From an optimization exercise on the open Yosys and OpenROAD flow, aimed at a short achievable clock period and few clock cycles; shortcuts taken in it are not production practice.
Only simulation tests tie the RTL to the original design; equivalence was not proved.
Power and IR drop assume default switching activity.

$ cat flow/constraint.sdc
create_clock -name core_clock -period 8.0 [get_ports {clk}]
set_input_delay 1.6000 -clock core_clock [delete_from_list [all_inputs] [get_ports {clk}]]
set_output_delay 1.6000 -clock core_clock [all_outputs]
set_load 0.01 [all_outputs]
$ cat flow/design.v
package cpu_pkg;
    typedef logic [31:0] word_t;
    typedef logic [4:0]  reg_addr_t;
    typedef enum logic [4:0] {
        op_rtype = 5'b00000,
        op_j     = 5'b00001,
        op_bne   = 5'b00010,
        op_jal   = 5'b00011,
        op_addi  = 5'b00101,
        op_sw    = 5'b00111,
        op_lw    = 5'b01000
    } opcode_e;
    typedef enum logic [4:0] {
        alu_add = 5'd0,
        alu_sub = 5'd1,
        alu_and = 5'd2,
        alu_or  = 5'd3,
        alu_sll = 5'd4,
        alu_sra = 5'd5
    } alu_op_e;
    localparam int fld_op_hi    = 31;
    localparam int fld_op_lo    = 27;
    localparam int fld_rd_hi    = 26;
    localparam int fld_rd_lo    = 22;
    localparam int fld_rs_hi    = 21;
    localparam int fld_rs_lo    = 17;
    localparam int fld_rt_hi    = 16;
    localparam int fld_rt_lo    = 12;
    localparam int fld_shamt_hi = 11;
    localparam int fld_shamt_lo = 7;
    localparam int fld_alu_hi   = 6;
    localparam int fld_alu_lo   = 2;
    localparam int fld_imm_hi   = 15;
    localparam int fld_tgt_hi   = 26;
    localparam reg_addr_t link_reg = 5'd31;
    typedef struct packed {
        logic is_rtype;
        logic is_addi;
        logic is_lw;
        logic is_sw;
        logic is_bne;
        logic is_jal;
        logic reg_write;
    } ctrl_t;
    typedef struct packed {
        logic  valid;
        word_t pc_plus_1;
        word_t instr;
    } fd_t;
    typedef struct packed {
        logic       valid;
        ctrl_t      ctrl;
        word_t      pc_plus_1;
        reg_addr_t  rd;
        reg_addr_t  rs_num;
        reg_addr_t  reg2_num;
        word_t      rs_val;
        word_t      reg2_val;
        word_t      imm;
        alu_op_e    alu_op;
        logic [4:0] shamt;
    } dx_t;
    typedef struct packed {
        logic      valid;
        ctrl_t     ctrl;
        reg_addr_t rd;
        word_t     result;
        word_t     store_data;
    } xm_t;
    typedef struct packed {
        logic      valid;
        logic      reg_write;
        reg_addr_t dest;
        word_t     wdata;
    } mw_t;
endpackage
`timescale 1ns/100ps
module cpu_top #(
    parameter int IMEM_ADDR_W = 12,
    parameter int DMEM_ADDR_W = 12
) (
    input  logic                   clk,
    input  logic                   reset,
    output logic [IMEM_ADDR_W-1:0] imem_addr,
    input  cpu_pkg::word_t         imem_data,
    output logic                   wb_cyc,
    output logic                   wb_stb,
    output logic                   wb_we,
    output logic [DMEM_ADDR_W-1:0] wb_adr,
    output cpu_pkg::word_t         wb_dat_o,
    input  cpu_pkg::word_t         wb_dat_i,
    input  logic                   wb_ack
);
    localparam int QD = 4;    
    logic        fd_valid;
    logic [31:0] fd_instr;
    logic [31:0] fd_pc1;
    logic [31:0] fd_need;     
    logic        dx_valid;
    logic        dx_wx;       
    logic [4:0]  dx_dest;
    logic        dx_mem;
    logic        dx_st;
    logic        dx_ldwb;     
    logic        dx_bne;
    logic        dx_fa;       
    logic        dx_fb;       
    logic [31:0] dx_a;
    logic [31:0] dx_b;
    logic [31:0] dx_imm;
    logic        dx_fbop;     
    logic        dx_fbop_n;   
    logic        dx_fbop_p;   
    logic [31:0] dx_bop;      
    logic [31:0] dx_bin;      
    logic        dx_s_arith;
    logic        dx_sub;
    logic        dx_s_and;
    logic        dx_s_or;
    logic        dx_s_sll;
    logic        dx_s_sra;
    logic        dx_s_link;
    logic [4:0]  dx_shamt;
    logic [31:0] dx_pc1;
    logic        xr_we;
    logic [4:0]  xr_dest;
    logic [31:0] xr_val;
    logic [31:0] xr_n;        
    logic        ldr_valid;
    logic [4:0]  ldr_dest;
    logic [31:0] ldr_data;
    logic [31:0] regs [1:31];
    logic [31:0] pending;     
    logic                   bh_valid;
    logic                   bh_we;
    logic [DMEM_ADDR_W-1:0] bh_adr;
    logic [31:0]            bh_dat;
    logic                   bh_ldwb;
    logic [4:0]             bh_dest;
    logic                   q_we   [QD];
    logic [DMEM_ADDR_W-1:0] q_adr  [QD];
    logic [31:0]            q_dat  [QD];
    logic                   q_ldwb [QD];
    logic [4:0]             q_dest [QD];
    logic [1:0]             q_rptr;    
    logic [1:0]             q_wptr;
    logic [2:0]             q_cnt;
    logic [11:0] pc_lo;
    logic [19:0] pc_hi;
    logic [3:0]  adj_imm;
    logic        adj_c;
    logic [19:0] true_hi;
    logic [12:0] f_inc;
    logic [12:0] f_bsum;
    logic [31:0] pc1;
    logic [4:0]  f_op;
    logic        f_jmp;
    logic        f_bne;
    assign imem_addr = pc_lo;
    assign true_hi   = pc_hi + {{16{adj_imm[3]}}, adj_imm} + {19'd0, adj_c};
    assign pc1       = {true_hi, pc_lo} + 32'd1;
    assign f_op  = imem_data[31:27];
    assign f_jmp = (f_op == 5'b00001) || (f_op == 5'b00011);
    assign f_bne = (f_op == 5'b00010);
    logic [4:0]  f_rs, f_rt, f_rd;
    logic        f_rtype, f_addi, f_lw, f_sw, f_jal;
    logic [31:0] f_need;
    assign f_rd    = imem_data[26:22];
    assign f_rs    = imem_data[21:17];
    assign f_rt    = imem_data[16:12];
    assign f_rtype = (f_op == 5'b00000);
    assign f_addi  = (f_op == 5'b00101);
    assign f_lw    = (f_op == 5'b01000);
    assign f_sw    = (f_op == 5'b00111);
    assign f_jal   = (f_op == 5'b00011);
    always_comb begin
        f_need = '0;
        if (f_rtype | f_addi | f_lw | f_sw | f_bne) f_need[f_rs] = 1'b1;
        if (f_rtype) f_need[f_rt] = 1'b1;
        if (f_sw | f_bne | f_rtype | f_addi | f_lw) f_need[f_rd] = 1'b1;
        if (f_jal) f_need[31] = 1'b1;
        f_need[0] = 1'b0;
    end
    assign f_inc  = {1'b0, pc_lo} + 13'd1;
    assign f_bsum = {1'b0, pc_lo} + {1'b0, imem_data[11:0]} + 13'd1;
    logic [4:0]  d_op;
    logic        d_rtype, d_addi, d_lw, d_sw, d_bne, d_jal;
    logic [4:0]  d_rs, d_rt, d_rdf, d_r2, d_dest;
    logic        d_use_rs, d_use_r2, d_wx, d_wr;
    logic [31:0] d_rs_val, d_r2_val;
    logic        d_hazard;
    logic        d_stall;
    logic [4:0]  d_aluop;
    assign d_op    = fd_instr[31:27];
    assign d_rtype = (d_op == 5'b00000);
    assign d_addi  = (d_op == 5'b00101);
    assign d_lw    = (d_op == 5'b01000);
    assign d_sw    = (d_op == 5'b00111);
    assign d_bne   = (d_op == 5'b00010);
    assign d_jal   = (d_op == 5'b00011);
    assign d_rdf   = fd_instr[26:22];
    assign d_rs    = fd_instr[21:17];
    assign d_rt    = fd_instr[16:12];
    assign d_aluop = fd_instr[6:2];
    assign d_use_rs = d_rtype | d_addi | d_lw | d_sw | d_bne;
    assign d_use_r2 = d_rtype | d_sw | d_bne;
    assign d_r2     = d_rtype ? d_rt : d_rdf;
    assign d_dest   = d_jal ? 5'd31 : d_rdf;
    assign d_wx     = (d_rtype | d_addi | d_jal) && (d_dest != 5'd0);
    assign d_wr     = (d_rtype | d_addi | d_jal | d_lw) && (d_dest != 5'd0);
    function automatic logic [31:0] rf_read(input logic [4:0] n);
        if (n == 5'd0)
            rf_read = '0;
        else if (xr_we && xr_dest == n)
            rf_read = xr_val;
        else if (ldr_valid && ldr_dest == n)
            rf_read = ldr_data;
        else
            rf_read = regs[n];
    endfunction
    assign d_rs_val = rf_read(d_rs);
    assign d_r2_val = rf_read(d_r2);
    assign d_hazard = |(pending & fd_need);
    assign d_stall = fd_valid && d_hazard;
    logic [31:0] x_a, x_b2, x_bop, x_bin, x_sum, x_res;
    logic [31:0] d_bop;
    logic [DMEM_ADDR_W-1:0] x_adr;
    logic        x_stall;
    logic        x_fire;
    logic        redirect;
    logic        d_adv;
    assign x_a   = dx_fa ? xr_val : dx_a;
    assign x_b2  = dx_fb ? xr_val : dx_b;
    assign x_bop = dx_fbop ? xr_val : dx_bop;
    assign x_bin = dx_fbop_n ? xr_n : dx_fbop_p ? xr_val : dx_bin;
    logic [32:0] x_sum33;
    assign x_sum33 = {x_a, 1'b1} + {x_bin, dx_sub};
    assign x_sum   = x_sum33[32:1];
    assign x_res = ({32{dx_s_arith}} & x_sum)
                 | ({32{dx_s_and}}   & (x_a & x_bop))
                 | ({32{dx_s_or}}    & (x_a | x_bop))
                 | ({32{dx_s_sll}}   & (x_a << dx_shamt))
                 | ({32{dx_s_sra}}   & 32'($signed(x_a) >>> dx_shamt))
                 | ({32{dx_s_link}}  & dx_pc1);
    assign x_adr = x_a[DMEM_ADDR_W-1:0] + dx_imm[DMEM_ADDR_W-1:0];
    assign x_stall  = dx_valid && dx_mem && (q_cnt == QD);
    assign x_fire   = dx_valid && !x_stall;
    assign redirect = dx_valid && dx_bne && (x_a == x_b2);
    assign d_adv    = !redirect && !x_stall && !d_stall;
    logic ack;
    logic head_free;
    logic q_empty;
    logic enq;
    logic enq_q;
    logic pop;
    assign ack       = wb_ack && bh_valid;
    assign head_free = !bh_valid || ack;
    assign q_empty   = (q_cnt == '0);
    assign enq       = x_fire && dx_mem;
    assign pop       = head_free && !q_empty;
    assign enq_q     = enq && !(head_free && q_empty);
    assign wb_cyc   = bh_valid;
    assign wb_stb   = bh_valid;
    assign wb_we    = bh_we;
    assign wb_adr   = bh_adr;
    assign wb_dat_o = bh_dat;
    always_ff @(posedge clk) begin
        if (reset) begin
            bh_valid <= 1'b0;
            q_rptr   <= '0;
            q_wptr   <= '0;
            q_cnt    <= '0;
        end else begin
            if (head_free) begin
                if (!q_empty) begin
                    bh_valid <= 1'b1;
                    bh_we    <= q_we[q_rptr];
                    bh_adr   <= q_adr[q_rptr];
                    bh_dat   <= q_dat[q_rptr];
                    bh_ldwb  <= q_ldwb[q_rptr];
                    bh_dest  <= q_dest[q_rptr];
                end else begin
                    bh_valid <= enq;
                    bh_we    <= dx_st;
                    bh_adr   <= x_adr;
                    bh_dat   <= x_b2;
                    bh_ldwb  <= dx_ldwb;
                    bh_dest  <= dx_dest;
                end
            end
            if (pop) q_rptr <= q_rptr + 1'b1;
            if (enq_q) q_wptr <= q_wptr + 1'b1;
            q_cnt <= q_cnt + {2'b0, enq_q} - {2'b0, pop};
        end
    end
    always_ff @(posedge clk) begin
        if (enq_q) begin
            q_we[q_wptr]   <= dx_st;
            q_adr[q_wptr]  <= x_adr;
            q_dat[q_wptr]  <= x_b2;
            q_ldwb[q_wptr] <= dx_ldwb;
            q_dest[q_wptr] <= dx_dest;
        end
    end
    always_ff @(posedge clk) begin
        if (reset)
            ldr_valid <= 1'b0;
        else
            ldr_valid <= ack && bh_ldwb && !bh_we;
        ldr_dest <= bh_dest;
        ldr_data <= wb_dat_i;
    end
    always_ff @(posedge clk) begin
        if (reset) begin
            for (int i = 1; i < 32; i++) regs[i] <= '0;
        end else begin
            for (int i = 1; i < 32; i++) begin
                if (xr_we && xr_dest == 5'(i))
                    regs[i] <= xr_val;
                else if (ldr_valid && ldr_dest == 5'(i))
                    regs[i] <= ldr_data;
            end
        end
    end
    always_ff @(posedge clk) begin
        if (reset) begin
            pending <= '0;
        end else begin
            for (int i = 1; i < 32; i++) begin
                if (d_adv && fd_valid && d_lw && d_rdf == 5'(i))
                    pending[i] <= 1'b1;
                else if (ack && bh_ldwb && bh_dest == 5'(i))
                    pending[i] <= 1'b0;
            end
            pending[0] <= 1'b0;
        end
    end
    always_ff @(posedge clk) begin
        if (!x_stall && !d_stall) begin
            fd_instr <= imem_data;
            fd_pc1   <= pc1;
            fd_need  <= f_need;
        end
    end
    always_ff @(posedge clk) begin
        if (reset) begin
            pc_lo    <= '0;
            pc_hi    <= '0;
            adj_imm  <= '0;
            adj_c    <= 1'b0;
            fd_valid <= 1'b0;
        end else if (redirect) begin
            pc_lo    <= dx_pc1[11:0];
            pc_hi    <= dx_pc1[31:12];
            adj_imm  <= '0;
            adj_c    <= 1'b0;
            fd_valid <= 1'b0;
        end else if (!x_stall && !d_stall) begin
            fd_valid <= 1'b1;
            if (f_jmp) begin
                pc_lo   <= imem_data[11:0];
                pc_hi   <= {5'b0, imem_data[26:12]};
                adj_imm <= '0;
                adj_c   <= 1'b0;
            end else if (f_bne) begin
                pc_lo   <= f_bsum[11:0];
                pc_hi   <= true_hi;
                adj_imm <= imem_data[15:12];
                adj_c   <= f_bsum[12];
            end else begin
                pc_lo   <= f_inc[11:0];
                pc_hi   <= true_hi;
                adj_imm <= '0;
                adj_c   <= f_inc[12];
            end
        end
    end
    assign d_bop = d_rtype ? d_r2_val : {{16{fd_instr[15]}}, fd_instr[15:0]};
    always_ff @(posedge clk) begin
        if (reset)
            dx_valid <= 1'b0;
        else if (redirect || (!x_stall && d_stall))
            dx_valid <= 1'b0;
        else if (!x_stall)
            dx_valid <= fd_valid;
    end
    always_ff @(posedge clk) begin
        if (!x_stall) begin
            dx_wx      <= d_wx;
            dx_dest    <= d_dest;
            dx_mem     <= d_lw | d_sw;
            dx_st      <= d_sw;
            dx_ldwb    <= d_lw && (d_rdf != 5'd0);
            dx_bne     <= d_bne;
            dx_fa      <= dx_valid && dx_wx && (dx_dest == d_rs);
            dx_fb      <= dx_valid && dx_wx && (dx_dest == d_r2);
            dx_fbop    <= dx_valid && dx_wx && (dx_dest == d_r2) && d_rtype;
            dx_fbop_n  <= dx_valid && dx_wx && (dx_dest == d_r2) && d_rtype && (d_aluop == 5'd1);
            dx_fbop_p  <= dx_valid && dx_wx && (dx_dest == d_r2) && d_rtype && (d_aluop != 5'd1);
            dx_a       <= d_rs_val;
            dx_b       <= d_r2_val;
            dx_bop     <= d_bop;
            dx_bin     <= (d_rtype && (d_aluop == 5'd1)) ? ~d_bop : d_bop;
            dx_imm     <= {{16{fd_instr[15]}}, fd_instr[15:0]};
            dx_s_arith <= (d_rtype && (d_aluop == 5'd0 || d_aluop == 5'd1)) || d_addi || d_lw || d_sw;
            dx_sub     <= d_rtype && (d_aluop == 5'd1);
            dx_s_and   <= d_rtype && (d_aluop == 5'd2);
            dx_s_or    <= d_rtype && (d_aluop == 5'd3);
            dx_s_sll   <= d_rtype && (d_aluop == 5'd4);
            dx_s_sra   <= d_rtype && (d_aluop == 5'd5);
            dx_s_link  <= d_jal;
            dx_shamt   <= fd_instr[11:7];
            dx_pc1     <= fd_pc1;
        end else begin
            dx_a    <= x_a;
            dx_b    <= x_b2;
            dx_fa   <= 1'b0;
            dx_fb   <= 1'b0;
        end
    end
    always_ff @(posedge clk) begin
        if (reset) begin
            xr_we <= 1'b0;
        end else begin
            xr_we <= x_fire && dx_wx;
        end
        xr_dest <= dx_dest;
        xr_val  <= x_res;
        xr_n    <= ~x_res;
    end
endmodule
$ cat flow/run.sh
#!/bin/bash
# synth_recipe.tcl (not shown) runs the flow's synth.tcl, then flattens the netlist and writes it again
# the make line also repeats each setting of config.mk as NAME=value (left out here)
make -C /OpenROAD-flow-scripts/flow DESIGN_CONFIG=/design/flow/config.mk WORK_HOME=/design/flow/orfs CLKGATE_MAP_FILE= SYNTH_SCRIPT=/design/flow/synth_recipe.tcl finish
$ cat flow/config.mk
export PLATFORM = sky130hd
export DESIGN_NAME = cpu_top
export DESIGN_NICKNAME = cpu_top
export VERILOG_FILES = /design/flow/design.v
export SDC_FILE = /design/flow/constraint.sdc
export NUM_CORES = 4
export LEC_CHECK = 0
export ABC_CLOCK_PERIOD_IN_PS = 3000
export CAP_MARGIN = 20
export CORE_MARGIN = 2
export CORE_UTILIZATION = 30
export PLACE_DENSITY = 0.35
export SETUP_SLACK_MARGIN = 5
export SLEW_MARGIN = 20
==> impl_metrics.yaml <==
finish:
  design_area_mm2: 0.129
  drive_gt1_share_pct: 26.7
  area_delta_synth_final_pct: 34.6
  fin_util_pct: 40.5
  fin_nets: 11330
synth:
  synth.area.top_cells: "dfxtp_1 26%, edfxtp_1 15%, mux2i_1 9.9%"
  ys_seq_elements: 1724
  synth_most_common_cell: "nor2_1"
  synthDistinctLibCells: 97
  ys_warn_count: 34
  ys.flop_type: "dfxtp_1"
  synth_largest_area_cell: "dfxtp_1"
  netlist_area_mm2: 0.0957
  synth_seq_area_share_pct: 41.1
  async_flop_share_pct: 0
  syn-instance-count: 10678
  synth_edf_count: 478
  synth_common_cells: "1338 x nor2_1, 1246 x dfxtp_1, 990 x clkbuf_1"
  synth_top_area_share_pct: 26.1
  syn_nets: 10839
  avgSynthCellArea_um2: 8.96
sta:
  rsz0062_at_grt: "yes"
  min_period_over_period_pct: 50.8
  layout_min_cycle_time_ns: 4.06
  hold_viol: 0
  clock-skew-final_ns: 0.0835
  tns_ns: 0
  slew_headroom_pct: 14.8
  fmax_mhz: 246
  tightest_slew_ns: 1.28
  slew_viol_final: 0
  finalSetupViolations: 0
  holdWs_ns: 0.415
status:
  status: "finished clean"
global_route:
  first_global_vias: 94516
  antenna_found_initial: 75
  gr-usage-met2_pct: 57.1
  grt_max_degree: 159
  gr-total-overflow: 0
  use_met3_pct: 15.5
  grt_use_total_pct: 42.0
  use_met1_pct: 56.9
  grt_busiest_layer: "met2"
  grt_pass1_wl_mm: 920
die:
  start_util_pct: 30.1
  core_area_mm2: 0.318
  die_area_mm2: 0.324
  die_height_um: 569
  fp-row-count: 207
  ios: 126
  die_w_um: 569
power:
  total_power_uw: 24000
  p_leak_uw: 0.0457
  power_density_mw_per_mm2: 187
  vdd_ir_drop_max_mv: 0.200
worst_setup_path:
  cp-end-kind: "flop"
  reg2reg_to: "dx_bin[2]$_DFFE_PN_"
  rr_worst_depth: 15
  endpoint: "dx_bin[2]$_DFFE_PN_"
  worst-path-max-fanout: 5
  cp.required_ns: 8.66
  r2r_slack_ns: 3.94
  critPathLaunchType: "flop"
  path_class: "reg2reg"
  critPathLaunch: "fd_instr[28]$_DFFE_PP_"
  r2r-start: "fd_instr[28]$_DFFE_PP_"
  cp.arrival_ns: 4.72
flow_run:
  timing.max_cap.violations: 0
clock_network:
  h-tree-depth: 4
  cts_tree: "built"
  clock_latency_ns: 0.98
  cts_root_buf: "clkbuf_16"
  numClockSinks: 1724
  cts_max_path_buffers: 4
  numCtsBuffers: 219
  clk_pin_slew_ns: 0.06
worst_hold_path:
  hp-start: "fd_pc1[20]$_DFFE_PP_"
  hp-class: "reg2reg"
route:
  vias: 105432
  wirelength_mm: 718
  ant_nets: 0
  post_drt_wl_per_cell_um: 46.1
  remaining_drc_errors: 0
  drt_iter0_drc: 18800
  drt_pass1_iterations: 13
  post_drt_via_cell_ratio: 6.77
place:
  gp_congestion: 1.00
  portBuffers: 125
  placed_area_mm2: 0.103
  dp_hpwl_mm: 424
## kinds of logic after synthesis
group	Yosys count	share of synthesized area, %
AO/OA/AOI/OAI	3243	24.3
AND/OR/NAND/NOR	3036	14.1
flip-flops	1724	41.1
buffers and inverters	1324	5.36
multiplexers	1093	12.4
XOR/XNOR	164	1.50
adder cells (fa/ha/maj)	94	1.28
## timing repair
| item | CTS | global route |
|---|---|---|
| hold buffers | 0 | 0 |
| gates resized for setup | 1673 | 590 |
| setup endpoints to repair | 1530 | 1113 |
| pin swaps | 350 | 397 |
| gates cloned | 48 | 24 |
| setup buffers | 652 | 233 |
## layout by cell type (no fill, tap or decap), types with 65 or more instances in the layout
master	instances
a211oi_1	817
a21oi_1	278
a21oi_2	70
a22o_1	116
a22oi_1	587
a311oi_1	194
buf_12	248
buf_4	691
buf_6	245
clkbuf_16	240
dfxtp_1	1192
edfxtp_1	478
inv_1	98
mux2_2	68
mux2i_1	870
mux4_2	65
nand2_1	651
nand3_1	305
nand4_1	163
nor2_1	1247
nor2_4	69
o21ai_0	280
o21ai_1	76
o21ai_2	72
## metal layers
metal	up-vias	share of wire, %
met1	53371	41
li1	41504	-
met4	38	6.8
met5	-	0.11
met3	2154	13
met2	8365	39
## state kept, by name, summed over array words and instances (netlist names), 31 cells and up, named ones only
signal / count
pending: 31
regs: 992
fd_pc1: 32
q_adr: 48
fd_need: 31
xr_val: 32
dx_pc1: 32
dx_a: 32
q_dat: 128
xr_n: 32
bh_dat: 32
dx_bop: 32
dx_bin: 32
ldr_data: 32
fd_instr: 32
dx_b: 32
## worst min path at each step
stage,endpoint,slack [ns],cells past startpoint
global placement,dx_pc1[24]$_DFFE_PN_,0.40,0
detailed placement,dx_pc1[0]$_DFFE_PN_,0.40,0
CTS,dx_pc1[18]$_DFFE_PN_,0.42,0
floorplan,ldr_dest[0]$_DFF_P_,0.40,0
global route,dx_pc1[22]$_DFFE_PN_,0.42,0
finish,dx_pc1[20]$_DFFE_PN_,0.41,0
## critical path, stage by stage, from the launching register on
cell and delay (ns):
edfxtp_1 0.46, nor3_4 0.25, buf_12 0.17, buf_12 0.11, buf_16 0.13, buf_12 0.11
a211oi_4 0.07, or2_4 0.40, buf_6 0.20, a222oi_1 0.41, nor4b_4 0.35, nand4_1 0.41
o211ai_1 0.36, a21oi_2 0.14, nand3_1 0.11, o211ai_1 0.08
## report_power, final
group | leakage (µW) | internal (µW) | total [µW] | switching, µW
combinational | 0.0271 | 1350 | 3950 | 2600
sequential | 0.0150 | 9280 | 9670 | 384
clock | 0.00354 | 6010 | 10400 | 4410
## per-stage QoR
| stage | setup WS, ns | std cells |
|---|---|---|
| finish | 3.94 | 15573 |
| global route | 3.95 | 15546 |
| floorplan | 4.58 | 10678 |
| detailed placement | 2.68 | 14170 |
| global placement | 2.64 | 14169 |
| CTS | 4.05 | 15273 |
## final cells by class
cell class                 count  area (µm²)
multi-input combinational   7654       59300
inverter                     136         624
fill                       31076      189000
sequential                  1724       39400
tap                         4180        5230
timing repair buffer        1434       16800
antenna                       42         105
clock buffer                 315        6260
clock inverter                88        1020
Testbench counts, summed over its fixed seeds: cycles 40,822.

## separate check: timing with driven ports
The flow's constraints put no driver on any port. The routed layout listed below was extracted and timed again, unchanged, in two steps.
Step 1 (the two cells are an assumption about what drives the block):
set clk [get_ports {clk}]
set_driving_cell -lib_cell sky130_fd_sc_hd__clkbuf_16 $clk
set_driving_cell -lib_cell sky130_fd_sc_hd__buf_2 [delete_from_list [all_inputs] $clk]
Step 2 adds t to the input delays and takes it off the output delays; t is the mean of the earliest and latest rising clock arrival at the registers after step 1. Input paths then give back, and output paths get back, about the clock's delay inside the block.
a / b / c = ideal / step 1 / step 2; a / b = the first two.
shift t [ns]: 1.059
setup slack, ns: 3.939 / 3.939 / 3.804
hold slack, ns: 0.415 / 0.415 / 0.415
clock arrival spread, ns: 0.102 / 0.102
worst register clock-pin slew, ns: 0.07 / 0.07
After both steps this run still meets setup and hold. The setup slack of this run moves by 0.000 ns with the drivers and by -0.135 ns with both steps.
